Background: an optimization exercise with open tools, aiming at small area. Do not read the settings as production practice.
Function was checked by simulation only, so behaviour that the tests miss may differ from the original.
Power is estimated from default activity; no workload was simulated.

### design/flow/config.mk
export PLATFORM = sky130hd
export DESIGN_NAME = ssd1306_spi_responder
export DESIGN_NICKNAME = ssd1306_spi_responder
export VERILOG_FILES = /design/flow/design.v
export SDC_FILE = /design/flow/constraint.sdc
export NUM_CORES = 4
export LEC_CHECK = 0
export CAP_MARGIN = 20
export CORE_MARGIN = 2
export CORE_UTILIZATION = 50
export CTS_BUF_LIST = sky130_fd_sc_hd__clkbuf_8
export CTS_CLUSTER_DIAMETER = 60
export CTS_CLUSTER_SIZE = 16
export GPL_TIMING_DRIVEN = 0
export SLEW_MARGIN = 20
export SYNTH_HIERARCHICAL = 1
### design/flow/constraint.sdc
create_clock -name core_clock -period 6.0 [get_ports {clock}]
set_input_delay 1.2000 -clock core_clock [delete_from_list [all_inputs] [get_ports {clock}]]
set_output_delay 1.2000 -clock core_clock [all_outputs]
set_load 0.01 [all_outputs]
### design/flow/design.v
module ssd1306_spi_responder #(
  parameter int  PAGES   = 4,
  parameter int  COLS    = 128,
  parameter int  TIMEOUT = 64,
  localparam int PW      = $clog2(PAGES),
  localparam int CW      = $clog2(COLS),
  localparam int AW      = PW + CW
) (
  input  logic          clock,
  input  logic          reset,
  input  logic          oled_spi_clk,
  input  logic          oled_spi_data,
  input  logic          oled_dc_n,
  input  logic          oled_reset_n,
  input  logic          oled_vdd,
  input  logic          oled_vbat,
  input  logic [AW-1:0] rd_addr,
  output logic [7:0]    rd_data,
  output logic          byte_strobe,
  output logic [7:0]    rx_byte,
  output logic          rx_dc,
  output logic          display_on,
  output logic          charge_pump,
  output logic          seg_remap,
  output logic          com_scan,
  output logic [7:0]    contrast,
  output logic [7:0]    precharge,
  output logic [7:0]    com_pins,
  output logic [PW-1:0] cur_page,
  output logic [CW-1:0] cur_col,
  output logic          panel_active,
  output logic          err_timeout
);
  logic [2:0] sclk_q;
  logic [1:0] sdat_q, sdc_q, srst_q, svdd_q, svbat_q;
  always_ff @(posedge clock) begin
    sclk_q[2] <= sclk_q[1];
    sdat_q    <= {sdat_q[0], oled_spi_data};
    sdc_q     <= {sdc_q[0], oled_dc_n};
    srst_q    <= {srst_q[0], oled_reset_n};
  end
  always_ff @(posedge clock) begin
    if (reset) begin
      sclk_q[1:0] <= '0;
      svdd_q      <= 2'b11;
      svbat_q     <= 2'b11;
    end else begin
      sclk_q[1:0] <= {sclk_q[0], oled_spi_clk};
      svdd_q      <= {svdd_q[0], oled_vdd};
      svbat_q     <= {svbat_q[0], oled_vbat};
    end
  end
  logic spi_rise, dat_s, dc_s, rstn_s, vdd_s, vbat_s;
  assign spi_rise = sclk_q[1] & ~sclk_q[2];
  assign dat_s    = sdat_q[1];
  assign dc_s     = sdc_q[1];
  assign rstn_s   = srst_q[1];
  assign vdd_s    = svdd_q[1];
  assign vbat_s   = svbat_q[1];
  logic [2:0] bit_cnt_q;
  logic [7:0] shift_q;
  logic       done_q;
  logic       done_dc_q;
  assign err_timeout = 1'b0;
  always_ff @(posedge clock) begin
    if (spi_rise) shift_q <= {shift_q[6:0], dat_s};
    if (spi_rise && bit_cnt_q == 3'd7) done_dc_q <= dc_s;
  end
  always_ff @(posedge clock) begin
    if (reset || !rstn_s) begin
      bit_cnt_q <= '0;
      done_q    <= 1'b0;
    end else begin
      done_q <= spi_rise && bit_cnt_q == 3'd7;
      if (spi_rise) bit_cnt_q <= bit_cnt_q + 3'd1;
    end
  end
  logic [7:0] done_byte;
  assign done_byte = shift_q;
  logic acc;
  assign acc = done_q & ~vdd_s & rstn_s;
  logic       byte_strobe_q;
  logic [7:0] rx_byte_q;
  logic       rx_zero_q;
  logic       rx_dc_q;
  always_ff @(posedge clock) begin
    if (acc) rx_byte_q <= done_byte;
  end
  always_ff @(posedge clock) begin
    if (reset) begin
      byte_strobe_q <= 1'b0;
      rx_zero_q     <= 1'b1;
      rx_dc_q       <= 1'b0;
    end else begin
      byte_strobe_q <= acc;
      if (acc) begin
        rx_zero_q <= 1'b0;
        rx_dc_q   <= done_dc_q;
      end
    end
  end
  typedef enum logic [1:0] {ST_OPCODE, ST_ARG1, ST_ARG2_COL, ST_ARG2_PAGE} state_t;
  state_t        state_q;
  logic          display_on_q, charge_pump_q, seg_remap_q, com_scan_q;
  logic [7:0]    contrast_q, precharge_q, com_pins_q;
  logic [1:0]    addr_mode_q;
  logic [PW-1:0] cur_page_q, page_start_q, page_end_q;
  logic [CW-1:0] cur_col_q, col_start_q, col_end_q;
  always_ff @(posedge clock) begin
    if (reset || !rstn_s) begin
      state_q       <= ST_OPCODE;
      display_on_q  <= 1'b0;
      charge_pump_q <= 1'b0;
      seg_remap_q   <= 1'b0;
      com_scan_q    <= 1'b0;
      contrast_q    <= 8'h7F;
      precharge_q   <= 8'h22;
      com_pins_q    <= 8'h12;
      addr_mode_q   <= 2'b00;
      cur_page_q    <= '0;
      cur_col_q     <= '0;
      page_start_q  <= '0;
      page_end_q    <= PW'(PAGES - 1);
      col_start_q   <= '0;
      col_end_q     <= CW'(COLS - 1);
    end else if (acc) begin
      if (done_dc_q) begin
        state_q <= ST_OPCODE;
        if (addr_mode_q == 2'b10) begin
          cur_col_q <= cur_col_q + 1'b1;
        end else if (cur_col_q == col_end_q) begin
          cur_col_q  <= col_start_q;
          cur_page_q <= (cur_page_q == page_end_q) ? page_start_q : cur_page_q + 1'b1;
        end else begin
          cur_col_q <= cur_col_q + 1'b1;
        end
      end else begin
        unique case (state_q)
          ST_OPCODE: begin
            casez (done_byte)
              8'hAE:        display_on_q <= 1'b0;
              8'hAF:        display_on_q <= 1'b1;
              8'hA0:        seg_remap_q  <= 1'b0;
              8'hA1:        seg_remap_q  <= 1'b1;
              8'hC0:        com_scan_q   <= 1'b0;
              8'hC8:        com_scan_q   <= 1'b1;
              8'b0000_????: cur_col_q[3:0] <= done_byte[3:0];
              8'b0001_????: cur_col_q  <= CW'({done_byte[3:0], cur_col_q[3:0]});
              8'b1011_0???: cur_page_q <= done_byte[PW-1:0];
              8'h81, 8'h8D, 8'hD9, 8'hDA,
              8'h20, 8'h21, 8'h22: state_q <= ST_ARG1;
              default: ;
            endcase
          end
          ST_ARG1: begin
            state_q <= ST_OPCODE;
            if (rx_byte_q[7]) begin
              if (!rx_byte_q[6]) begin
                if (!rx_byte_q[2]) contrast_q    <= done_byte;
                else               charge_pump_q <= done_byte[2];
              end else begin
                if (!rx_byte_q[1]) precharge_q   <= done_byte;
                else               com_pins_q    <= done_byte;
              end
            end else begin
              if (rx_byte_q[1])      state_q     <= ST_ARG2_PAGE;
              else if (rx_byte_q[0]) state_q     <= ST_ARG2_COL;
              else                   addr_mode_q <= done_byte[1:0];
            end
          end
          ST_ARG2_COL: begin
            state_q     <= ST_OPCODE;
            col_start_q <= rx_byte_q[CW-1:0];
            col_end_q   <= done_byte[CW-1:0];
            cur_col_q   <= rx_byte_q[CW-1:0];
          end
          default: begin
            state_q      <= ST_OPCODE;
            page_start_q <= rx_byte_q[PW-1:0];
            page_end_q   <= done_byte[PW-1:0];
            cur_page_q   <= rx_byte_q[PW-1:0];
          end
        endcase
      end
    end
  end
  localparam int RL = 16;                  
  localparam int NR = PAGES * COLS / RL;   
  localparam int LW = $clog2(RL);
  localparam int NE = PAGES * COLS;
  localparam int NL = (NE + 2) / 3;        
  logic          wr_en;
  assign wr_en = acc & done_dc_q;
  logic [LW:0]     rot_q;
  logic            pend_v_q;
  logic [AW-1:0]   pend_a_q;
  logic [8*NE-1:0] mem_q;
  logic        hit;
  logic [7:0]  ins_data;
  logic [LW:0] ins_lap;
  logic        ins_pol;
  assign hit      = pend_v_q & (pend_a_q[LW-1:0] == ~rot_q[LW-1:0]);
  assign ins_lap  = rot_q - (LW+1)'(RL - 1);
  assign ins_pol  = ins_lap[LW];
  assign ins_data = rx_byte_q ^ {8{ins_pol}};
  always_ff @(posedge clock) begin
    rot_q    <= rot_q + 1'b1;
    pend_v_q <= wr_en | (pend_v_q & ~hit);
    if (wr_en) pend_a_q <= {cur_page_q, cur_col_q};
  end
  logic [NR-1:0]   ins;
  logic [8*NR-1:0] ins_sel, ins_in, tail, head_n;
  always_comb begin
    for (int r = 0; r < NR; r++) ins[r] = hit & (pend_a_q[AW-1:LW] == r);
    for (int b = 0; b < 8; b++) begin
      for (int r = 0; r < NR; r++) begin
        ins_sel[b*NR + r] = ins[r];
        ins_in[b*NR + r]  = ins_data[b];
        tail[b*NR + r]    = mem_q[b*NE + r*RL + RL-1];
      end
    end
  end
  ssd1306_muxi #(.N(8*NR)) u_ins (.s(ins_sel), .a(ins_in), .b(tail), .y(head_n));
  always_ff @(posedge clock) begin
    for (int b = 0; b < 8; b++) begin
      for (int r = 0; r < NR; r++) begin
        mem_q[b*NE + r*RL +: RL] <= {mem_q[b*NE + r*RL +: RL-1], head_n[b*NR + r]};
      end
    end
  end
  logic [LW-1:0]     rd_pos;
  logic [LW:0]       rd_lap;
  logic              rd_pol;
  logic [RL-1:0]     pos_n;
  logic [NR-1:0]     ring_n;
  logic [NE-1:0]     sel_rn, sel_pn, sel;
  logic [3*NL-1:0]   sel_x, dat_x;
  logic [8*NL-1:0]   la1, la2, lb1, lb2, lc1, lc2;
  logic [8*NL-1:0]   leaf_n;
  logic              rd_byp;
  logic [7:0]        rd_tree;
  ssd1306_rd_dec #(.AW(AW), .LW(LW)) u_dec (
    .rd_addr(rd_addr), .rot(rot_q[LW-1:0]), .ring_n(ring_n), .pos_n(pos_n)
  );
  always_comb begin
    for (int r = 0; r < NR; r++)
      for (int p = 0; p < RL; p++) begin
        sel_rn[r*RL + p] = ring_n[r];
        sel_pn[r*RL + p] = pos_n[p];
      end
  end
  ssd1306_nor2 #(.N(NE)) u_sel (.a(sel_rn), .b(sel_pn), .y(sel));
  always_comb begin
    sel_x = '0;
    sel_x[NE-1:0] = sel;
    for (int b = 0; b < 8; b++) begin
      dat_x = '0;
      dat_x[NE-1:0] = mem_q[b*NE +: NE];
      for (int k = 0; k < NL; k++) begin
        la1[b*NL + k] = sel_x[3*k];
        la2[b*NL + k] = dat_x[3*k];
        lb1[b*NL + k] = sel_x[3*k+1];
        lb2[b*NL + k] = dat_x[3*k+1];
        lc1[b*NL + k] = sel_x[3*k+2];
        lc2[b*NL + k] = dat_x[3*k+2];
      end
    end
  end
  ssd1306_aoi222 #(.N(8*NL)) u_leaf (
    .a1(la1), .a2(la2), .b1(lb1), .b2(lb2), .c1(lc1), .c2(lc2),
    .y (leaf_n)
  );
  always_comb begin
    for (int b = 0; b < 8; b++) rd_tree[b] = ~&leaf_n[b*NL +: NL];
  end
  assign rd_pos = rd_addr[LW-1:0] + rot_q[LW-1:0];
  assign rd_lap = rot_q - {1'b0, rd_pos};
  assign rd_pol = rd_lap[LW];
  assign rd_byp = pend_v_q & (rd_addr == pend_a_q);
  logic [7:0] rd_raw_q, rd_bdat_q;
  logic       rd_pol_q, rd_byp_q, rd_zero_q;
  always_ff @(posedge clock) begin
    rd_raw_q  <= rd_tree;
    rd_pol_q  <= rd_pol;
    rd_byp_q  <= rd_byp;
    rd_bdat_q <= rx_byte_q;
    rd_zero_q <= reset;
  end
  assign rd_data      = rd_zero_q ? 8'h00 :
                        rd_byp_q  ? rd_bdat_q : rd_raw_q ^ {8{rd_pol_q}};
  assign byte_strobe  = byte_strobe_q;
  assign rx_byte      = rx_zero_q ? 8'h00 : rx_byte_q;
  assign rx_dc        = rx_dc_q;
  assign display_on   = display_on_q;
  assign charge_pump  = charge_pump_q;
  assign seg_remap    = seg_remap_q;
  assign com_scan     = com_scan_q;
  assign contrast     = contrast_q;
  assign precharge    = precharge_q;
  assign com_pins     = com_pins_q;
  assign cur_page     = cur_page_q;
  assign cur_col      = cur_col_q;
  assign panel_active = display_on_q & charge_pump_q & ~vbat_s & ~vdd_s;
endmodule
module ssd1306_aoi222 #(
  parameter int N = 1
) (
  input  logic [N-1:0] a1, a2, b1, b2, c1, c2,
  output logic [N-1:0] y
);
  assign y = ~((a1 & a2) | (b1 & b2) | (c1 & c2));
endmodule
module ssd1306_muxi #(
  parameter int N = 1
) (
  input  logic [N-1:0] s, a, b,
  output logic [N-1:0] y
);
  assign y = ~((s & a) | (~s & b));
endmodule
module ssd1306_rd_dec #(
  parameter int AW = 9,
  parameter int LW = 4
) (
  input  logic [AW-1:0]         rd_addr,
  input  logic [LW-1:0]         rot,
  output logic [2**(AW-LW)-1:0] ring_n,
  output logic [2**LW-1:0]      pos_n
);
  logic [LW-1:0] pos;
  assign pos = rd_addr[LW-1:0] + rot;
  always_comb begin
    for (int r = 0; r < 2**(AW-LW); r++) ring_n[r] = (rd_addr[AW-1:LW] != r);
    for (int p = 0; p < 2**LW; p++)      pos_n[p]  = (pos != p);
  end
endmodule
module ssd1306_nor2 #(
  parameter int N = 1
) (
  input  logic [N-1:0] a, b,
  output logic [N-1:0] y
);
  assign y = ~(a | b);
endmodule
### design/flow/run.sh
#!/bin/bash
# synth_recipe.tcl (not shown) runs the flow's synth.tcl, then flattens the netlist and writes it again
# the make line also repeats each setting of config.mk as NAME=value (left out here)
make -C /OpenROAD-flow-scripts/flow DESIGN_CONFIG=/design/flow/config.mk WORK_HOME=/design/flow/orfs CLKGATE_MAP_FILE= SYNTH_SCRIPT=/design/flow/synth_recipe.tcl finish
==> tab_implementation.tex, run 1 <==
\begin{tabular}{lr}
\hline
Metric & Value \\
\hline
\multicolumn{2}{l}{\textbf{Global route}} \\
Global Route Usage Sum & 0.308 \\
First-pass GRT wire length & 495,000 um \\
Via count of the first global-routing pass & 67,500 \\
Maximum number of pins on one net before global-route repair & 21 \\
Residual overflow from global routing & 0 \\
Antenna violations before repair & 33 \\
\multicolumn{2}{l}{\textbf{Synthesis}} \\
Largest area contributor in the netlist & dfxtp\_1 \\
Number of distinct library cell variants in the gate-level netlist after synthesis & 63 \\
Number of register bits inferred by synthesis & 4,226 \\
Syn Inst Count & 7,390 \\
Post-synthesis async set-or-reset flop share & 0 \\
Portion of the post-synthesis area used by sequential elements & 0.776 \\
Netlist area before placement & 109,000 sq um \\
Area share of the leading cell type in the synthesized netlist & 0.769 \\
Most used DFF post-synth & dfxtp\_1 \\
Number of synthesized flops with an enable pin & 26 \\
Mean instance size in the synthesized netlist & 14.8 sq um \\
Top post-synthesis cells by area & dfxtp\_1 (77\%), a222oi\_1 (13\%), mux2i\_1 (2.7\%), nor2\_1 (2.1\%), nand4\_1 (2.0\%) \\
Synth warn & 8 \\
\multicolumn{2}{l}{\textbf{Clock tree}} \\
Clock transition at the registers of the reported paths & 0.10 ns \\
Largest buffer count on any clock path & 4 \\
CTS hold repair buffers & 0 \\
Clock network latency to the later pin of the worst-skew pair & 1.10 ns \\
Number of H-tree levels & 5 \\
CTS tree & yes \\
Inserted Clock Buffers & 319 \\
Num Clock Sinks & 4,226 \\
CTS root buf & clkbuf\_8 \\
\multicolumn{2}{l}{\textbf{Worst setup path}} \\
Number of cells traversed by the worst register-to-register path & 12 \\
Worst setup path category & in2reg \\
Setup crit start kind & input pin \\
Worst Setup End Kind & flip-flop \\
Setup slack, reg-to-reg & 0.01 ns \\
Startpoint of the worst register-to-register path & rot\_q[2]\$\_DFF\_P\_ \\
Endpoint arrival time on the critical path & 7.32 ns \\
Terminus of the critical flop-to-flop path & rd\_raw\_q[4]\$\_DFF\_P\_ \\
Data required time at the worst endpoint & 6.96 ns \\
Maximum fanout encountered on the critical timing path & 16 \\
\multicolumn{2}{l}{\textbf{STA}} \\
Min setup slack post-route & -0.357 ns \\
Hold Fails Final Rpt & 0 \\
Worst Skew & 0.0500 ns \\
F\_max & 157 MHz \\
Unrepaired setup endpoints after global routing & no \\
Relative slew margins & 0.137 \\
Max-slew violation total from the final report & 0 \\
Number of endpoints failing setup at the final stage & 6 \\
Clock period minus worst slack & 6.36 ns \\
Slew at the pin with the worst max-slew slack & 1.29 ns \\
Final worst path period share & 1.06 \\
\multicolumn{2}{l}{\textbf{Die}} \\
Core Footprint & 217,000 sq um \\
Initial standard-cell utilization of the core & 0.504 \\
Die Outline Area & 222,000 sq um \\
Core Rows & 171 \\
Ports placed on the boundary & 74 \\
Die height & 472 um \\
Die W & 472 um \\
\multicolumn{2}{l}{\textbf{Layout}} \\
Synth-to-layout area growth & 11.0\% \\
Design area & 121,000 sq um \\
Share of cells above drive strength 1 & 0.0731 \\
Post-layout util & 0.559 \\
Final nets & 7,945 \\
\multicolumn{2}{l}{\textbf{Drt}} \\
Iteration count of the initial detailed-routing pass & 13 \\
Detail Route Antenna Nets & 0 \\
Total detailed-routing wirelength & 354,000 um \\
DRC violation count after routing & 0 \\
Routed WL per cell & 32.8 um \\
Via Count & 71,100 \\
Violation count after the first detailed-routing iteration & 16,200 \\
DR vias/cell & 6.58 \\
\multicolumn{2}{l}{\textbf{Placement}} \\
Placed cell areas & 116,000 sq um \\
Routability-driven placement congestion ratio & 0.953 \\
Number of port buffers & 72 \\
HPWL after detailed placement & 257,000 um \\
Minimum setup slack after placement & -1.88 ns \\
\multicolumn{2}{l}{\textbf{Pwr}} \\
Design Power & 42.4 mW \\
Cell leakage power & 45.8 nW \\
IR Drop Worst-Case VDD & 236 uV \\
Cell area power density & 349 nW/um\^{}2 \\
\multicolumn{2}{l}{\textbf{Hold path}} \\
Worst min-delay path endpoint & mem\_q[3985]\$\_DFF\_P\_ \\
Worst hold path startpoint & mem\_q[3984]\$\_DFF\_P\_ \\
Count of cells along the worst hold path & 0 \\
Type of the worst min-delay path & reg2reg \\
\multicolumn{2}{l}{\textbf{Outcome}} \\
Layout checks that failed & setup timing \\
Result of the run & failed layout checks \\
\multicolumn{2}{l}{\textbf{Flow run}} \\
Number of max-cap violations & 0 \\
\hline
\end{tabular}
==> worst max-delay path: stages <==
cell and delay, ns:
clkdlybuf4s50_1 1.29, nor3_1 0.38, nand2_1 0.68, nor2_1 0.27, a222oi_1 1.04, nand4_1 0.57, nor4_2 0.78, nand4_1 0.51
or3_1 0.56
==> cells by family after synthesis <==
kind of cell             after synthesis  share of synthesized area
flip-flops                          4226                      0.776
AO/OA/AOI/OAI                       1452                      0.130
AND/OR/NAND/NOR                     1284                     0.0577
multiplexers                         296                     0.0271
buffers and inverters                 59                    0.00224
XOR/XNOR                              54                    0.00433
adder cells (fa/ha/maj)               18                    0.00220
other                                  1                  0.0000343
==> cell usage after synthesis, drive strengths merged (3+ instances only) <==
master,number
nand2b,12
or3,8
nand4,357
edfxtp,26
nand3b,4
o211ai,4
a222oi,1368
xnor2,34
dfxtp,4200
inv,17
o21ai,17
nor3b,6
nand3,68
or4,3
nor3,25
mux2i,296
or2,6
nor4,83
nand2,78
ha,16
o41ai,4
and2,3
clkbuf,27
a21oi,32
xor2,20
o311a,3
a31oi,3
a21o,4
buf,15
nor2b,19
and3,5
nor2,602
==> state kept, by name (all words and copies together) (netlist names), 3 cells and up <==
name,count
mem_q,4096
pend_a_q,9
com_pins_q,8
contrast_q,8
precharge_q,8
rd_bdat_q,8
rd_raw_q,8
rx_byte_q,8
shift_q,8
col_end_q,7
col_start_q,7
cur_col_q,7
rot_q,5
bit_cnt_q,3
sclk_q,3
==> layout by cell type (no fill, tap or decap), types with 5 or more instances in the layout <==
master | netlist | layout
nand2_1 | 78 | 78
edfxtp_1 | 26 | 26
buf_1 | 5 | 5
and3_1 | 5 | 5
conb_1 | 1 | 17
clkdlybuf4s50_1 | 0 | 71
nand4_1 | 356 | 356
nor4_4 | 0 | 6
clkbuf_1 | 27 | 22
ha_1 | 16 | 16
nor4_2 | 0 | 44
xor2_1 | 20 | 11
buf_16 | 0 | 55
nand3_4 | 1 | 9
mux2i_1 | 296 | 296
buf_2 | 7 | 10
dfxtp_1 | 4200 | 4200
xor2_4 | 0 | 9
nor2_1 | 602 | 595
clkbuf_2 | 0 | 5
clkbuf_8 | 0 | 328
nor2_2 | 0 | 6
nor2b_1 | 19 | 19
nor4_1 | 83 | 33
buf_12 | 0 | 19
nand2b_1 | 12 | 12
diode_2 | 0 | 12
nor3b_1 | 6 | 6
a21oi_1 | 30 | 30
o21ai_4 | 0 | 8
a222oi_1 | 1368 | 1368
nor3_2 | 3 | 9
or3_1 | 8 | 8
o21ai_0 | 8 | 8
or2_2 | 6 | 6
xnor2_1 | 34 | 34
buf_4 | 2 | 31
nor3_1 | 21 | 15
nand3_1 | 65 | 56
inv_1 | 17 | 23
==> metrics by stage <==
step	hold slack, ns	instances	setup TNS [ns]
2_1_floorplan	0.310	7406	0
3_3_place_gp	0.312	10300	-627.52
3_5_place_dp	0.312	10400	-13.14
4_1_cts	0.319	10800	0
5_1_grt	0.322	10800	0
6_report	0.326	10800	-0.747
==> metal layers <==
metal  vias up  routed length, um  global-route usage
met5         -                131                   0
met3       737              36700              0.0633
met4        18              16800               0.133
met2      4578             149000               0.446
li1      30500                  -                   -
met1     35300             152000               0.445
==> how the worst max path moves through the flow <==
stage | cells after the start | slack (ns) | startpoint | to
floorplan | 11 | 1.28 | rd_addr[2] | rd_raw_q[0]$_DFF_P_
global placement | 12 | -8.15 | rd_addr[2] | rd_raw_q[2]$_DFF_P_
detailed placement | 12 | -1.88 | rd_addr[2] | rd_raw_q[1]$_DFF_P_
CTS | 12 | 0.06 | rd_addr[2] | rd_raw_q[7]$_DFF_P_
global route | 9 | 0.005 | rd_addr[8] | rd_raw_q[1]$_DFF_P_
finish | 9 | -0.36 | rd_addr[6] | rd_raw_q[1]$_DFF_P_
==> what timing repair did <==
item | CTS | global route
setup endpoints to repair | 8 | 2
pin swaps | 7 | 5
endpoints found under the hold margin | 0 | 0
gates resized for setup | 34 | 2
buffers inserted | 8 | 2
==> area by class of cell <==
| cell class | count | area (sq um) |
|---|---|---|
| Buffer | 42 | 188 |
| Antenna cell | 12 | 30.0 |
| Clock buffer | 328 | 4510 |
| Inverter | 17 | 63.8 |
| Fill cell | 17300 | 95700 |
| Sequential cell | 4226 | 84900 |
| Tap cell | 2854 | 3570 |
| Clock inverter | 19 | 193 |
| Timing Repair Buffer | 183 | 2920 |
| Multi-Input combinational cell | 3121 | 25100 |
==> where the power goes <==
part / leakage [nW] / internal (mW) / switching, mW
registers: 34.3 / 28.1 / 0.0127
logic: 8.98 / 0.213 / 0.531
clock network: 2.46 / 5.02 / 8.56
==> run 2, diff against run 1 <==
--- a/design/flow/design.v
+++ b/design/flow/design.v
@@ -208,19 +208,25 @@
     pend_v_q <= wr_en | (pend_v_q & ~hit);
     if (wr_en) pend_a_q <= {cur_page_q, cur_col_q};
   end
-  logic [NR-1:0]   ins;
-  logic [8*NR-1:0] ins_sel, ins_in, tail, head_n;
+  logic [NR-1:0]   ins, ins_n;
+  logic [8*NR-1:0] ins_sel, ins_sel_n, ins_in, tail, head_n;
   always_comb begin
-    for (int r = 0; r < NR; r++) ins[r] = hit & (pend_a_q[AW-1:LW] == r);
+    for (int r = 0; r < NR; r++) begin
+      ins[r]   = hit & (pend_a_q[AW-1:LW] == r);
+      ins_n[r] = ~ins[r];
+    end
     for (int b = 0; b < 8; b++) begin
       for (int r = 0; r < NR; r++) begin
-        ins_sel[b*NR + r] = ins[r];
-        ins_in[b*NR + r]  = ins_data[b];
-        tail[b*NR + r]    = mem_q[b*NE + r*RL + RL-1];
+        ins_sel[b*NR + r]   = ins[r];
+        ins_sel_n[b*NR + r] = ins_n[r];
+        ins_in[b*NR + r]    = ins_data[b];
+        tail[b*NR + r]      = mem_q[b*NE + r*RL + RL-1];
       end
     end
   end
-  ssd1306_muxi #(.N(8*NR)) u_ins (.s(ins_sel), .a(ins_in), .b(tail), .y(head_n));
+  ssd1306_oai22 #(.N(8*NR)) u_ins (
+    .a1(ins_sel), .a2(tail), .b1(ins_sel_n), .b2(ins_in), .y(head_n)
+  );
   always_ff @(posedge clock) begin
     for (int b = 0; b < 8; b++) begin
       for (int r = 0; r < NR; r++) begin
@@ -231,7 +237,6 @@
   logic [LW-1:0]     rd_pos;
   logic [LW:0]       rd_lap;
   logic              rd_pol;
-  logic [RL-1:0]     pos_n;
   logic [NR-1:0]     ring_n;
   logic [NE-1:0]     sel_rn, sel_pn, sel;
   logic [3*NL-1:0]   sel_x, dat_x;
@@ -239,15 +244,25 @@
   logic [8*NL-1:0]   leaf_n;
   logic              rd_byp;
   logic [7:0]        rd_tree;
+  localparam int NG  = 4;
+  localparam int NRG = NR / NG;
+  logic [3:0] sl_oh, sh_oh;
   ssd1306_rd_dec #(.AW(AW), .LW(LW)) u_dec (
-    .rd_addr(rd_addr), .rot(rot_q[LW-1:0]), .ring_n(ring_n), .pos_n(pos_n)
+    .rd_addr(rd_addr), .rot(rot_q[LW-1:0]), .ring_n(ring_n), .sl_oh(sl_oh), .sh_oh(sh_oh)
   );
-  always_comb begin
-    for (int r = 0; r < NR; r++)
-      for (int p = 0; p < RL; p++) begin
-        sel_rn[r*RL + p] = ring_n[r];
-        sel_pn[r*RL + p] = pos_n[p];
+  for (genvar g = 0; g < NG; g++) begin : g_pos
+    logic [RL-1:0] pa, pb, pos_g_n;
+    for (genvar p = 0; p < RL; p++) begin : g_p
+      assign pa[p] = sl_oh[p % 4];
+      assign pb[p] = sh_oh[p / 4];
+    end
+    ssd1306_nand2 #(.N(RL)) u_pos (.a(pa), .b(pb), .y(pos_g_n));
+    for (genvar r = 0; r < NRG; r++) begin : g_r
+      for (genvar p = 0; p < RL; p++) begin : g_p2
+        assign sel_rn[(g*NRG + r)*RL + p] = ring_n[g*NRG + r];
+        assign sel_pn[(g*NRG + r)*RL + p] = pos_g_n[p];
       end
+    end
   end
   ssd1306_nor2 #(.N(NE)) u_sel (.a(sel_rn), .b(sel_pn), .y(sel));
   always_comb begin
@@ -270,24 +285,36 @@
     .a1(la1), .a2(la2), .b1(lb1), .b2(lb2), .c1(lc1), .c2(lc2),
     .y (leaf_n)
   );
+  localparam int NP  = 4;
+  localparam int NLP = (NL + NP - 1) / NP;
+  logic [8*NP-1:0] rd_part;
   always_comb begin
-    for (int b = 0; b < 8; b++) rd_tree[b] = ~&leaf_n[b*NL +: NL];
+    for (int b = 0; b < 8; b++)
+      for (int q = 0; q < NP; q++) begin
+        rd_part[b*NP + q] = 1'b0;
+        for (int k = q * NLP; k < (q + 1) * NLP && k < NL; k++)
+          rd_part[b*NP + q] = rd_part[b*NP + q] | ~leaf_n[b*NL + k];
+      end
   end
   assign rd_pos = rd_addr[LW-1:0] + rot_q[LW-1:0];
   assign rd_lap = rot_q - {1'b0, rd_pos};
   assign rd_pol = rd_lap[LW];
   assign rd_byp = pend_v_q & (rd_addr == pend_a_q);
-  logic [7:0] rd_raw_q, rd_bdat_q;
-  logic       rd_pol_q, rd_byp_q, rd_zero_q;
+  logic [8*NP-1:0] rd_part_q;
+  logic [7:0]      rd_bdat_q;
+  logic            rd_pol_q, rd_byp_q, rd_zero_q;
   always_ff @(posedge clock) begin
-    rd_raw_q  <= rd_tree;
+    rd_part_q   <= rd_part;
     rd_pol_q  <= rd_pol;
     rd_byp_q  <= rd_byp;
     rd_bdat_q <= rx_byte_q;
     rd_zero_q <= reset;
   end
+  always_comb begin
+    for (int b = 0; b < 8; b++) rd_tree[b] = |rd_part_q[b*NP +: NP];
+  end
   assign rd_data      = rd_zero_q ? 8'h00 :
-                        rd_byp_q  ? rd_bdat_q : rd_raw_q ^ {8{rd_pol_q}};
+                        rd_byp_q  ? rd_bdat_q : rd_tree ^ {8{rd_pol_q}};
   assign byte_strobe  = byte_strobe_q;
   assign rx_byte      = rx_zero_q ? 8'h00 : rx_byte_q;
   assign rx_dc        = rx_dc_q;
@@ -310,13 +337,13 @@
 );
   assign y = ~((a1 & a2) | (b1 & b2) | (c1 & c2));
 endmodule
-module ssd1306_muxi #(
+module ssd1306_oai22 #(
   parameter int N = 1
 ) (
-  input  logic [N-1:0] s, a, b,
+  input  logic [N-1:0] a1, a2, b1, b2,
   output logic [N-1:0] y
 );
-  assign y = ~((s & a) | (~s & b));
+  assign y = ~((a1 | a2) & (b1 | b2));
 endmodule
 module ssd1306_rd_dec #(
   parameter int AW = 9,
@@ -325,13 +352,34 @@
   input  logic [AW-1:0]         rd_addr,
   input  logic [LW-1:0]         rot,
   output logic [2**(AW-LW)-1:0] ring_n,
-  output logic [2**LW-1:0]      pos_n
+  output logic [3:0]            sl_oh,
+  output logic [3:0]            sh_oh
 );
-  logic [LW-1:0] pos;
-  assign pos = rd_addr[LW-1:0] + rot;
+  logic [3:0] lo_l_oh, lo_h_oh, rot_l_oh, rot_h_oh;
+  logic [3:0] sh0_oh, sh1_oh;
+  logic       cl;
   always_comb begin
     for (int r = 0; r < 2**(AW-LW); r++) ring_n[r] = (rd_addr[AW-1:LW] != r);
-    for (int p = 0; p < 2**LW; p++)      pos_n[p]  = (pos != p);
+    for (int i = 0; i < 4; i++) begin
+      lo_l_oh[i]  = (rd_addr[1:0] == i);
+      lo_h_oh[i]  = (rd_addr[3:2] == i);
+      rot_l_oh[i] = (rot[1:0] == i);
+      rot_h_oh[i] = (rot[3:2] == i);
+    end
+    cl = 1'b0;
+    for (int x = 0; x < 4; x++) begin
+      sl_oh[x]  = 1'b0;
+      sh0_oh[x] = 1'b0;
+      sh1_oh[x] = 1'b0;
+      for (int k = 0; k < 4; k++) begin
+        sl_oh[x]  = sl_oh[x]  | (lo_l_oh[k] & rot_l_oh[(x - k) & 3]);
+        sh0_oh[x] = sh0_oh[x] | (lo_h_oh[k] & rot_h_oh[(x - k) & 3]);
+        sh1_oh[x] = sh1_oh[x] | (lo_h_oh[k] & rot_h_oh[(x - k - 1) & 3]);
+      end
+      for (int k = 0; k < 4; k++)
+        if (x + k >= 4) cl = cl | (lo_l_oh[k] & rot_l_oh[x]);
+    end
+    sh_oh = cl ? sh1_oh : sh0_oh;
   end
 endmodule
 module ssd1306_nor2 #(
@@ -342,3 +390,11 @@
 );
   assign y = ~(a | b);
 endmodule
+module ssd1306_nand2 #(
+  parameter int N = 1
+) (
+  input  logic [N-1:0] a, b,
+  output logic [N-1:0] y
+);
+  assign y = ~(a & b);
+endmodule
--- a/design/flow/config.mk
+++ b/design/flow/config.mk
@@ -7,10 +7,11 @@
 export LEC_CHECK = 0
 export CAP_MARGIN = 20
 export CORE_MARGIN = 2
-export CORE_UTILIZATION = 50
+export CORE_UTILIZATION = 65
 export CTS_BUF_LIST = sky130_fd_sc_hd__clkbuf_8
 export CTS_CLUSTER_DIAMETER = 60
 export CTS_CLUSTER_SIZE = 16
 export GPL_TIMING_DRIVEN = 0
+export SETUP_SLACK_MARGIN = 0.2
 export SLEW_MARGIN = 20
 export SYNTH_HIERARCHICAL = 1
==> run 2 against run 1 <==
The run now finishes clean. Sequential power hardly changed. Sequential cell count rose by 24. Non-clock buffer count shrank 70. First-iteration DRC count shrank 1.2%. Total power shrank 0.52%. Cell area decreased by 2.4%. Final cell count shrank 5.3%. Fmax grew 12%. Worst setup slack better by 0.67 ns. Die area decreased by 23%. Via count rose by 0.95%. Critical endpoint is now rd_part_q[8]$_DFF_P_. Largest power group unchanged.
==> tab_implementation.tex, run 2 <==
\begin{tabular}{lr}
\hline
Metric & Value \\
\hline
\multicolumn{2}{l}{\textbf{STA}} \\
Slew at the pin with the worst max-slew slack & 1.16 ns (was 1.29 ns) \\
Unrepaired setup endpoints after global routing & no (unchanged) \\
Number of endpoints failing setup at the final stage & 0 (was 6) \\
F\_max & 176 MHz (was 157 MHz) \\
Final worst path period share & 0.948 (was 1.06) \\
Total negative slack for setup checks & 0 ns (was -0.747 ns) \\
Worst Skew & 0.0539 ns (was 0.0500 ns) \\
Clock period minus worst slack & 5.69 ns (was 6.36 ns) \\
Hold Fails Final Rpt & 0 (unchanged) \\
Final hold slack & 0.311 ns (was 0.326 ns) \\
Max-slew violation total from the final report & 0 (unchanged) \\
Relative slew margins & 0.223 (was 0.137) \\
\multicolumn{2}{l}{\textbf{Global route}} \\
Antenna violations before repair & 21 (was 33) \\
Maximum number of pins on one net before global-route repair & 18 (was 21) \\
Via count of the first global-routing pass & 68,400 (was 67,500) \\
Residual overflow from global routing & 0 (unchanged) \\
Global Route Usage Sum & 0.351 (was 0.308) \\
First-pass GRT wire length & 448,000 um (was 495,000 um) \\
\multicolumn{2}{l}{\textbf{Die}} \\
Initial standard-cell utilization of the core & 0.654 (was 0.504) \\
Die Outline Area & 171,000 sq um (was 222,000 sq um) \\
Ports placed on the boundary & 74 (unchanged) \\
Die height & 414 um (was 472 um) \\
Core Rows & 150 (was 171) \\
Core Footprint & 167,000 sq um (was 217,000 sq um) \\
Die W & 414 um (was 472 um) \\
\multicolumn{2}{l}{\textbf{Synthesis}} \\
Netlist area before placement & 109,000 sq um (about the same) \\
Leading post-synthesis cells by instance count & dfxtp\_1 (4,224), a222oi\_1 (1,368), nor2\_1 (609) (was dfxtp\_1 (4,200), a222oi\_1 (1,368), nor2\_1 (602)) \\
Number of register bits inferred by synthesis & 4,250 (was 4,226) \\
Largest area contributor in the netlist & dfxtp\_1 (unchanged) \\
Most frequent cell after synthesis & dfxtp\_1 (unchanged) \\
Number of distinct library cell variants in the gate-level netlist after synthesis & 65 (was 63) \\
Post-synthesis async set-or-reset flop share & 0 (unchanged) \\
Mean instance size in the synthesized netlist & 14.5 sq um (was 14.8 sq um) \\
Area share of the leading cell type in the synthesized netlist & 0.774 (was 0.769) \\
Portion of the post-synthesis area used by sequential elements & 0.781 (was 0.776) \\
Top post-synthesis cells by area & dfxtp\_1 (77\%), a222oi\_1 (13\%), nor2\_1 (2.1\%), nand4\_1 (1.9\%), o22ai\_1 (1.5\%) (was dfxtp\_1 (77\%), a222oi\_1 (13\%), mux2i\_1 (2.7\%), nor2\_1 (2.1\%), nand4\_1 (2.0\%)) \\
Most used DFF post-synth & dfxtp\_1 (unchanged) \\
Syn Inst Count & 7,548 (was 7,390) \\
Synth warn & 8 (unchanged) \\
Number of synthesized flops with an enable pin & 26 (unchanged) \\
\multicolumn{2}{l}{\textbf{Clock tree}} \\
Clock transition at the registers of the reported paths & 0.10 ns (about the same) \\
Num Clock Sinks & 4,250 (was 4,226) \\
CTS root buf & clkbuf\_8 (unchanged) \\
Number of setup buffers added after CTS & 0 (was 8) \\
Largest buffer count on any clock path & 4 (unchanged) \\
Clock network latency to the later pin of the worst-skew pair & 1.10 ns (about the same) \\
Inserted Clock Buffers & 316 (was 319) \\
Number of H-tree levels & 5 (unchanged) \\
CTS tree & yes (unchanged) \\
CTS hold repair buffers & 0 (unchanged) \\
Number of instances resized during post-cts repair & 5 (was 34) \\
\multicolumn{2}{l}{\textbf{Worst setup path}} \\
Terminus of the critical flop-to-flop path & rd\_part\_q[8]\$\_DFF\_P\_ (was rd\_raw\_q[4]\$\_DFF\_P\_) \\
Cell type group with the largest total delay on the critical path & simple AND/OR/NAND/NOR gates (unchanged) \\
Worst Setup End Kind & flip-flop (unchanged) \\
Cells traversed along the worst timing path & clkdlybuf4s50\_1, xor2\_1, mux2i\_1, o22ai\_2, buf\_6, nand2\_1, nor2\_1, a222oi\_1, nand4\_1, nor4\_1, nand3\_1 (was clkdlybuf4s50\_1, nor3\_1, nand2\_1, nor2\_1, a222oi\_1, nand4\_1, nor4\_2, nand4\_1, or3\_1) \\
Setup slack, reg-to-reg & 0.53 ns (was 0.01 ns) \\
Data required time at the worst endpoint & 6.82 ns (was 6.96 ns) \\
Worst stage delay on the critical path & 0.89 ns (was 1.29 ns) \\
Startpoint of the worst register-to-register path & rot\_q[3]\$\_DFF\_P\_ (was rot\_q[2]\$\_DFF\_P\_) \\
Bufs and invs on worst path & 2 (was 1) \\
Setup crit start kind & input pin (unchanged) \\
Critical-path cell with the highest stage delay & a222oi\_1 (was clkdlybuf4s50\_1) \\
Worst setup path category & in2reg (unchanged) \\
Maximum fanout encountered on the critical timing path & 9 (was 16) \\
Number of cells traversed by the worst register-to-register path & 10 (was 12) \\
Endpoint arrival time on the critical path & 6.50 ns (was 7.32 ns) \\
\multicolumn{2}{l}{\textbf{Layout}} \\
Largest register by flop count & mem\_q (unchanged) \\
Share of cells above drive strength 1 & 0.0569 (was 0.0731) \\
Count of placed standard cells in the final layout, fillers left out & 10,200 (was 10,800) \\
Commonest cells after routing, fill and taps aside & dfxtp\_1 (4,224), a222oi\_1 (1,368), nor2\_1 (605), nand4\_1 (325), clkbuf\_8 (325) (was dfxtp\_1 (4,200), a222oi\_1 (1,368), nor2\_1 (595), nand4\_1 (356), clkbuf\_8 (328)) \\
Final nets & 8,024 (was 7,945) \\
Synth-to-layout area growth & 8.51\% (was 11.0\%) \\
Combined flip-flop and latch cell area & 85,300 sq um (was 84,900 sq um) \\
Design area & 119,000 sq um (was 121,000 sq um) \\
Combined area of the multi-input logic cells & 24,000 sq um (was 25,100 sq um) \\
Post-layout util & 0.710 (was 0.559) \\
Top Registers & mem\_q (4096), rd\_part\_q (32), pend\_a\_q (9) (was mem\_q (4096), pend\_a\_q (9)) \\
Leading cell type in the layout, fill and taps excluded & dfxtp\_1 (unchanged) \\
Number of flip-flops under the largest register name & 4,096 (unchanged) \\
Number of filler cells placed in the layout & 11,500 (was 17,300) \\
\multicolumn{2}{l}{\textbf{Drt}} \\
Routed WL per cell & 30.4 um (was 32.8 um) \\
Via Count & 71,800 (was 71,100) \\
DRC violation count after routing & 0 (unchanged) \\
Detail Route Antenna Nets & 0 (unchanged) \\
Violation count after the first detailed-routing iteration & 16,000 (was 16,200) \\
Iteration count of the initial detailed-routing pass & 13 (unchanged) \\
DR vias/cell & 7.02 (was 6.58) \\
Total detailed-routing wirelength & 311,000 um (was 354,000 um) \\
\multicolumn{2}{l}{\textbf{Outcome}} \\
Result of the run & no timing/DRC/antenna violations (was failed layout checks) \\
\multicolumn{2}{l}{\textbf{Hold path}} \\
Worst hold path startpoint & mem\_q[3474]\$\_DFF\_P\_ (was mem\_q[3984]\$\_DFF\_P\_) \\
Type of the worst min-delay path & reg2reg (unchanged) \\
Worst min-delay path endpoint & mem\_q[3475]\$\_DFF\_P\_ (was mem\_q[3985]\$\_DFF\_P\_) \\
Count of cells along the worst hold path & 0 (unchanged) \\
\multicolumn{2}{l}{\textbf{Pwr}} \\
Cell area power density & 356 nW/um\^{}2 (was 349 nW/um\^{}2) \\
Cell leakage power & 45.2 nW (was 45.8 nW) \\
IR Drop Worst-Case VDD & 304 uV (was 236 uV) \\
\multicolumn{2}{l}{\textbf{Placement}} \\
Number of port buffers & 72 (unchanged) \\
HPWL after detailed placement & 212,000 um (was 257,000 um) \\
Inst Count DP & 9,879 (was 10,400) \\
Routability-driven placement congestion ratio & 0.926 (was 0.953) \\
Placed cell areas & 114,000 sq um (was 116,000 sq um) \\
\multicolumn{2}{l}{\textbf{Flow run}} \\
Number of max-cap violations & 0 (unchanged) \\
\hline
\end{tabular}
## run 2: power breakdown
group / total, mW / leakage [nW] / switching, mW / internal, mW
sequential: 28.3 / 34.5 / 0.0349 / 28.3
combinational: 0.608 / 8.22 / 0.459 / 0.149
clock: 13.3 / 2.40 / 8.35 / 4.94
total: 42.2 / 45.2 / 8.84 / 33.3
## run 2: final cells by class
type                       count  share of cell area
buffer                        44             0.00170
timing repair buffer         111              0.0133
clock buffer                 325              0.0377
sequential                  4250               0.720
clock inverter                14            0.000876
tap                         2204              0.0233
multi-input combinational   3257               0.203
inverter                      13            0.000412
antenna                       10            0.000211
## run 2: worst max path at each step
stage | startpoint | end | slack (ns) | depth (start not counted)
floorplan | rd_addr[0] | rd_part_q[10]$_DFF_P_ | 2.50 | 10
global placement | rot_q[1]$_DFF_P_ | mem_q[4032]$_DFF_P_ | -2.35 | 5
detailed placement | rd_addr[0] | rd_part_q[0]$_DFF_P_ | -1.09 | 11
CTS | rd_addr[0] | rd_part_q[21]$_DFF_P_ | 0.21 | 11
global route | rd_addr[3] | rd_part_q[16]$_DFF_P_ | 0.36 | 11
finish | rd_addr[3] | rd_part_q[8]$_DFF_P_ | 0.31 | 11
## run 2: per-stage QoR
step | power (mW) | worst slack (ns)
floorplan | 29.2 | 2.50
global placement | 29.5 | -2.35
detailed placement | 29.5 | -1.09
CTS | 42.3 | 0.214
global route | 43.3 | 0.357
finish | 42.2 | 0.314
## run 2: per-layer routing
layer	GRT usage	wire (um)	up-vias
li1	-	-	31000
met1	0.497	127000	35200
met2	0.513	134000	4654
met3	0.0906	35800	838
met4	0.150	14200	34
met5	0.00362	312	-
## run 2: cell families (layout without fill, tap and decap cells)
| kind of cell | Yosys count | count (layout) | share of synthesized area |
|---|---|---|---|
| xor+xnor | 56 | 56 | 0.00449 |
| flops | 4250 | 4250 | 0.781 |
| compound gates | 1721 | 1721 | 0.146 |
| mux | 36 | 36 | 0.00330 |
| other cells | 1 | 27 | 0.0000343 |
| buf+inv | 57 | 507 | 0.00219 |
| fa+ha+maj | 14 | 14 | 0.00167 |
| simple gates | 1413 | 1413 | 0.0616 |
## run 2: worst reg2reg max path: stages, from the launching register on
cell and delay [ns]:
dfxtp_1 0.58, xor2_1 0.45, mux2i_1 0.27, o22ai_2 0.27
buf_6 0.26, nand2_1 0.64, nor2_1 0.33, a222oi_1 0.89
nand4_1 0.26, nor4_1 0.80, nand3_1 0.45
==> run 3, diff against run 2 <==
--- a/design/flow/config.mk
+++ b/design/flow/config.mk
@@ -10,7 +10,7 @@
 export CORE_UTILIZATION = 65
 export CTS_BUF_LIST = sky130_fd_sc_hd__clkbuf_8
 export CTS_CLUSTER_DIAMETER = 60
-export CTS_CLUSTER_SIZE = 16
+export CTS_CLUSTER_SIZE = 20
 export GPL_TIMING_DRIVEN = 0
 export SETUP_SLACK_MARGIN = 0.2
 export SLEW_MARGIN = 20
==> run 3 against run 2 <==
Routed wire length fell by 0.45%. Largest power group unchanged. Highest routed layer unchanged. Critical path type unchanged. Final cell count down 0.68%. Total power is 3.5% lower. Die area unchanged.
==> tab_implementation.tex, run 3 <==
\begin{tabular}{lr}
\hline
Metric & Value \\
\hline
\multicolumn{2}{l}{\textbf{STA}} \\
F\_max & 171 MHz (was 176 MHz) \\
Slew at the pin with the worst max-slew slack & 1.12 ns (was 1.16 ns) \\
Final hold slack & 0.320 ns (was 0.311 ns) \\
Worst Skew & 0.0494 ns (was 0.0539 ns) \\
Unrepaired setup endpoints after global routing & no (unchanged) \\
Relative slew margins & 0.243 (was 0.223) \\
Clock period minus worst slack & 5.84 ns (was 5.69 ns) \\
Max-slew violation total from the final report & 0 (unchanged) \\
Hold Fails Final Rpt & 0 (unchanged) \\
Total negative slack for setup checks & 0 ns (unchanged) \\
Final worst path period share & 0.973 (was 0.948) \\
Number of endpoints failing setup at the final stage & 0 (unchanged) \\
\multicolumn{2}{l}{\textbf{Pwr}} \\
Cell leakage power & 44.6 nW (was 45.2 nW) \\
Cell area power density & 346 nW/um\^{}2 (was 356 nW/um\^{}2) \\
IR Drop Worst-Case VDD & 283 uV (was 304 uV) \\
\multicolumn{2}{l}{\textbf{Synthesis}} \\
Most frequent cell after synthesis & dfxtp\_1 (unchanged) \\
Most used DFF post-synth & dfxtp\_1 (unchanged) \\
Portion of the post-synthesis area used by sequential elements & 0.781 (unchanged) \\
Number of distinct library cell variants in the gate-level netlist after synthesis & 65 (unchanged) \\
Top post-synthesis cells by area & dfxtp\_1 (77\%), a222oi\_1 (13\%), nor2\_1 (2.1\%), nand4\_1 (1.9\%), o22ai\_1 (1.5\%) (unchanged) \\
Number of synthesized flops with an enable pin & 26 (unchanged) \\
Netlist area before placement & 109,000 sq um (unchanged) \\
Leading post-synthesis cells by instance count & dfxtp\_1 (4,224), a222oi\_1 (1,368), nor2\_1 (609) (unchanged) \\
Mean instance size in the synthesized netlist & 14.5 sq um (unchanged) \\
Post-synthesis async set-or-reset flop share & 0 (unchanged) \\
Syn Inst Count & 7,548 (unchanged) \\
Number of register bits inferred by synthesis & 4,250 (unchanged) \\
Area share of the leading cell type in the synthesized netlist & 0.774 (unchanged) \\
Synth warn & 8 (unchanged) \\
Largest area contributor in the netlist & dfxtp\_1 (unchanged) \\
\multicolumn{2}{l}{\textbf{Layout}} \\
Number of flip-flops under the largest register name & 4,096 (unchanged) \\
Synth-to-layout area growth & 7.57\% (was 8.51\%) \\
Post-layout util & 0.704 (was 0.710) \\
Share of cells above drive strength 1 & 0.0489 (was 0.0569) \\
Number of filler cells placed in the layout & 11,600 (was 11,500) \\
Final nets & 7,941 (was 8,024) \\
Design area & 118,000 sq um (was 119,000 sq um) \\
Top Registers & mem\_q (4096), rd\_part\_q (32), pend\_a\_q (9) (unchanged) \\
Commonest cells after routing, fill and taps aside & dfxtp\_1 (4,224), a222oi\_1 (1,368), nor2\_1 (605), nand4\_1 (325), o22ai\_1 (257) (was dfxtp\_1 (4,224), a222oi\_1 (1,368), nor2\_1 (605), nand4\_1 (325), clkbuf\_8 (325)) \\
Largest register by flop count & mem\_q (unchanged) \\
Leading cell type in the layout, fill and taps excluded & dfxtp\_1 (unchanged) \\
\multicolumn{2}{l}{\textbf{Worst setup path}} \\
Data required time at the worst endpoint & 6.81 ns (was 6.82 ns) \\
Startpoint of the worst register-to-register path & rot\_q[3]\$\_DFF\_P\_ (unchanged) \\
Worst setup path category & in2reg (unchanged) \\
Number of cells traversed by the worst register-to-register path & 10 (unchanged) \\
Worst Setup End Kind & flip-flop (unchanged) \\
Setup crit start kind & input pin (unchanged) \\
Maximum fanout encountered on the critical timing path & 9 (unchanged) \\
Terminus of the critical flop-to-flop path & rd\_part\_q[16]\$\_DFF\_P\_ (was rd\_part\_q[8]\$\_DFF\_P\_) \\
Endpoint arrival time on the critical path & 6.64 ns (was 6.50 ns) \\
Setup slack, reg-to-reg & 0.42 ns (was 0.53 ns) \\
\multicolumn{2}{l}{\textbf{Die}} \\
Core Footprint & 167,000 sq um (unchanged) \\
Die W & 414 um (unchanged) \\
Die height & 414 um (unchanged) \\
Ports placed on the boundary & 74 (unchanged) \\
Core Rows & 150 (unchanged) \\
Initial standard-cell utilization of the core & 0.654 (unchanged) \\
Die Outline Area & 171,000 sq um (unchanged) \\
\multicolumn{2}{l}{\textbf{Clock tree}} \\
Number of H-tree levels & 4 (was 5) \\
Num Clock Sinks & 4,250 (unchanged) \\
Inserted Clock Buffers & 233 (was 316) \\
CTS tree & yes (unchanged) \\
CTS root buf & clkbuf\_8 (unchanged) \\
Clock network latency to the later pin of the worst-skew pair & 1.05 ns (was 1.10 ns) \\
Largest buffer count on any clock path & 3 (was 4) \\
Number of setup buffers added after CTS & 0 (unchanged) \\
Clock transition at the registers of the reported paths & 0.12 ns (was 0.10 ns) \\
\multicolumn{2}{l}{\textbf{Hold path}} \\
Worst min-delay path endpoint & mem\_q[652]\$\_DFF\_P\_ (was mem\_q[3475]\$\_DFF\_P\_) \\
Count of cells along the worst hold path & 0 (unchanged) \\
Worst hold path startpoint & mem\_q[651]\$\_DFF\_P\_ (was mem\_q[3474]\$\_DFF\_P\_) \\
Type of the worst min-delay path & reg2reg (unchanged) \\
\multicolumn{2}{l}{\textbf{Drt}} \\
DRC violation count after routing & 0 (unchanged) \\
Detail Route Antenna Nets & 0 (unchanged) \\
Total detailed-routing wirelength & 310,000 um (was 311,000 um) \\
DR vias/cell & 7.01 (was 7.02) \\
Via Count & 71,200 (was 71,800) \\
Routed WL per cell & 30.5 um (was 30.4 um) \\
Violation count after the first detailed-routing iteration & 16,100 (was 16,000) \\
Iteration count of the initial detailed-routing pass & 12 (was 13) \\
\multicolumn{2}{l}{\textbf{Outcome}} \\
Result of the run & no timing/DRC/antenna violations (unchanged) \\
\multicolumn{2}{l}{\textbf{Placement}} \\
HPWL after detailed placement & 212,000 um (unchanged) \\
Routability-driven placement congestion ratio & 0.926 (unchanged) \\
Placed cell areas & 114,000 sq um (unchanged) \\
Number of port buffers & 72 (unchanged) \\
\multicolumn{2}{l}{\textbf{Global route}} \\
Via count of the first global-routing pass & 68,000 (was 68,400) \\
Global Route Usage Sum & 0.349 (was 0.351) \\
First-pass GRT wire length & 445,000 um (was 448,000 um) \\
Residual overflow from global routing & 0 (unchanged) \\
Maximum number of pins on one net before global-route repair & 22 (was 18) \\
Antenna violations before repair & 22 (was 21) \\
\multicolumn{2}{l}{\textbf{Flow run}} \\
Number of max-cap violations & 0 (unchanged) \\
\hline
\end{tabular}
run 3: cell count changes in the layout (fill, tap and decap cells not counted), moves of 2 or more:
cell,delta
clkinvlp_4,-2
clkbuf_8,-81
clkinv_2,+3
inv_1,+2
diode_2,+5
nand2_1,-10
nand2_2,+10
inv_8,+2
run 3: how the worst max path moves through the flow:
stage,from,end,slack (ns),cells past startpoint
finish,rd_addr[3],rd_part_q[16]$_DFF_P_,0.16,11
global route,rd_addr[3],rd_part_q[16]$_DFF_P_,0.24,11
CTS,rd_addr[0],rd_part_q[21]$_DFF_P_,0.22,11
detailed placement,rd_addr[0],rd_part_q[0]$_DFF_P_,-1.09,11
global placement,rot_q[1]$_DFF_P_,mem_q[4032]$_DFF_P_,-2.35,5
floorplan,rd_addr[0],rd_part_q[10]$_DFF_P_,2.50,10
run 3: logic make-up (layout without fill, tap and decap cells):
kind of cell    count (synthesis)  count (layout)  synth area share
flops                        4250            4250             0.781
compound gates               1721            1721             0.146
simple gates                 1413            1413            0.0616
buf+inv                        57             432           0.00219
xor+xnor                       56              56           0.00449
mux                            36              36           0.00330
fa+ha+maj                      14              14           0.00167
other cells                     1              32         0.0000343
run 3: per-stage QoR:
| stage | std cells | setup WS, ns | total power [mW] |
|---|---|---|---|
| after floorplan | 7564 | 2.50 | 29.2 |
| after CTS | 10100 | 0.219 | 40.8 |
| after global routing | 10100 | 0.237 | 41.8 |
| final | 10200 | 0.163 | 40.7 |
| after global placement | 9840 | -2.35 | 29.5 |
| after detailed placement | 9879 | -1.09 | 29.5 |
run 3: worst max-delay path: stages:
cell and delay [ns]:
clkdlybuf4s50_1 0.68, xor2_1 0.46, mux2i_1 0.28, o22ai_2 0.27, buf_6 0.25, nand2_1 0.66, nor2_1 0.33, a222oi_1 0.78
nand4_1 0.27, nor4_1 0.96, nand3_1 0.46
run 3: metal layers:
layer / share of wire / vias to the layer above / track usage
li1: - / 30900 / -
met5: 0.0012 / - / 0.00362
met4: 0.046 / 37 / 0.156
met3: 0.11 / 800 / 0.0903
met2: 0.43 / 4523 / 0.507
met1: 0.41 / 35000 / 0.494
run 3: power by group:
| group | switching (mW) | internal [mW] | total (mW) | leakage (nW) |
|---|---|---|---|---|
| Sequential | 0.0353 | 28.3 | 28.3 | 34.5 |
| Clock | 8.01 | 3.75 | 11.8 | 1.86 |
| Combinational | 0.462 | 0.149 | 0.612 | 8.22 |
| Total | 8.51 | 32.2 | 40.7 | 44.6 |
run 3: timing repair:
item                       in CTS  in global routing
setup endpoints to repair       3                 18
hold buffers                    0                  0
resized for setup               5                 20
run 3: layout make-up:
type                            count  area [sq um]  area share
Inverter                           13          48.8    0.000415
Sequential cell                  4250         85300       0.726
Timing Repair Buffer              111          1570      0.0134
Clock buffer                      244          3360      0.0286
Multi-Input combinational cell   3257         24100       0.205
Tap cell                         2204          2760      0.0235
Antenna cell                       15          37.5    0.000319
Buffer                             44           201     0.00171
Clock inverter                     20           164     0.00139

## what the ideal ports hide
How much do the figures lean on ideal ports? The routed layouts below were timed once more, with nothing changed but the port constraints.
Step 1: set_driving_cell puts a clkbuf_16 on clock and a buf_2 on each other input, an assumption about the parent block.
Step 2 adds t to the input delays and takes it off the output delays; t is the mean of the earliest and latest rising clock arrival at the registers after step 1. Input paths then give back, and output paths get back, about the clock's delay inside the block.
a / b / c = no drivers / after step 1 / after step 2; a / b = the first two.
run | t (ns) | setup slack, ns | worst hold slack (ns) | worst setup path after step 2 | worst register clock-pin slew, ns
run 1 | 1.170 | -0.357 / -0.377 / -1.547 | 0.326 / 0.326 / 0.326 | input to register | 0.11 / 0.11
run 2 | 1.153 | 0.314 / 0.290 / -0.862 | 0.311 / 0.311 / 0.311 | input to register | 0.11 / 0.11
run 3 | 1.115 | 0.163 / 0.138 / -0.977 | 0.320 / 0.320 / 0.320 | input to register | 0.12 / 0.12
Met with ideal ports but missed after step 2: setup timing in run 2 and run 3. For run 1, which loses most, drivers alone change the setup slack by -0.020 ns; drivers and shift together by -1.190 ns.
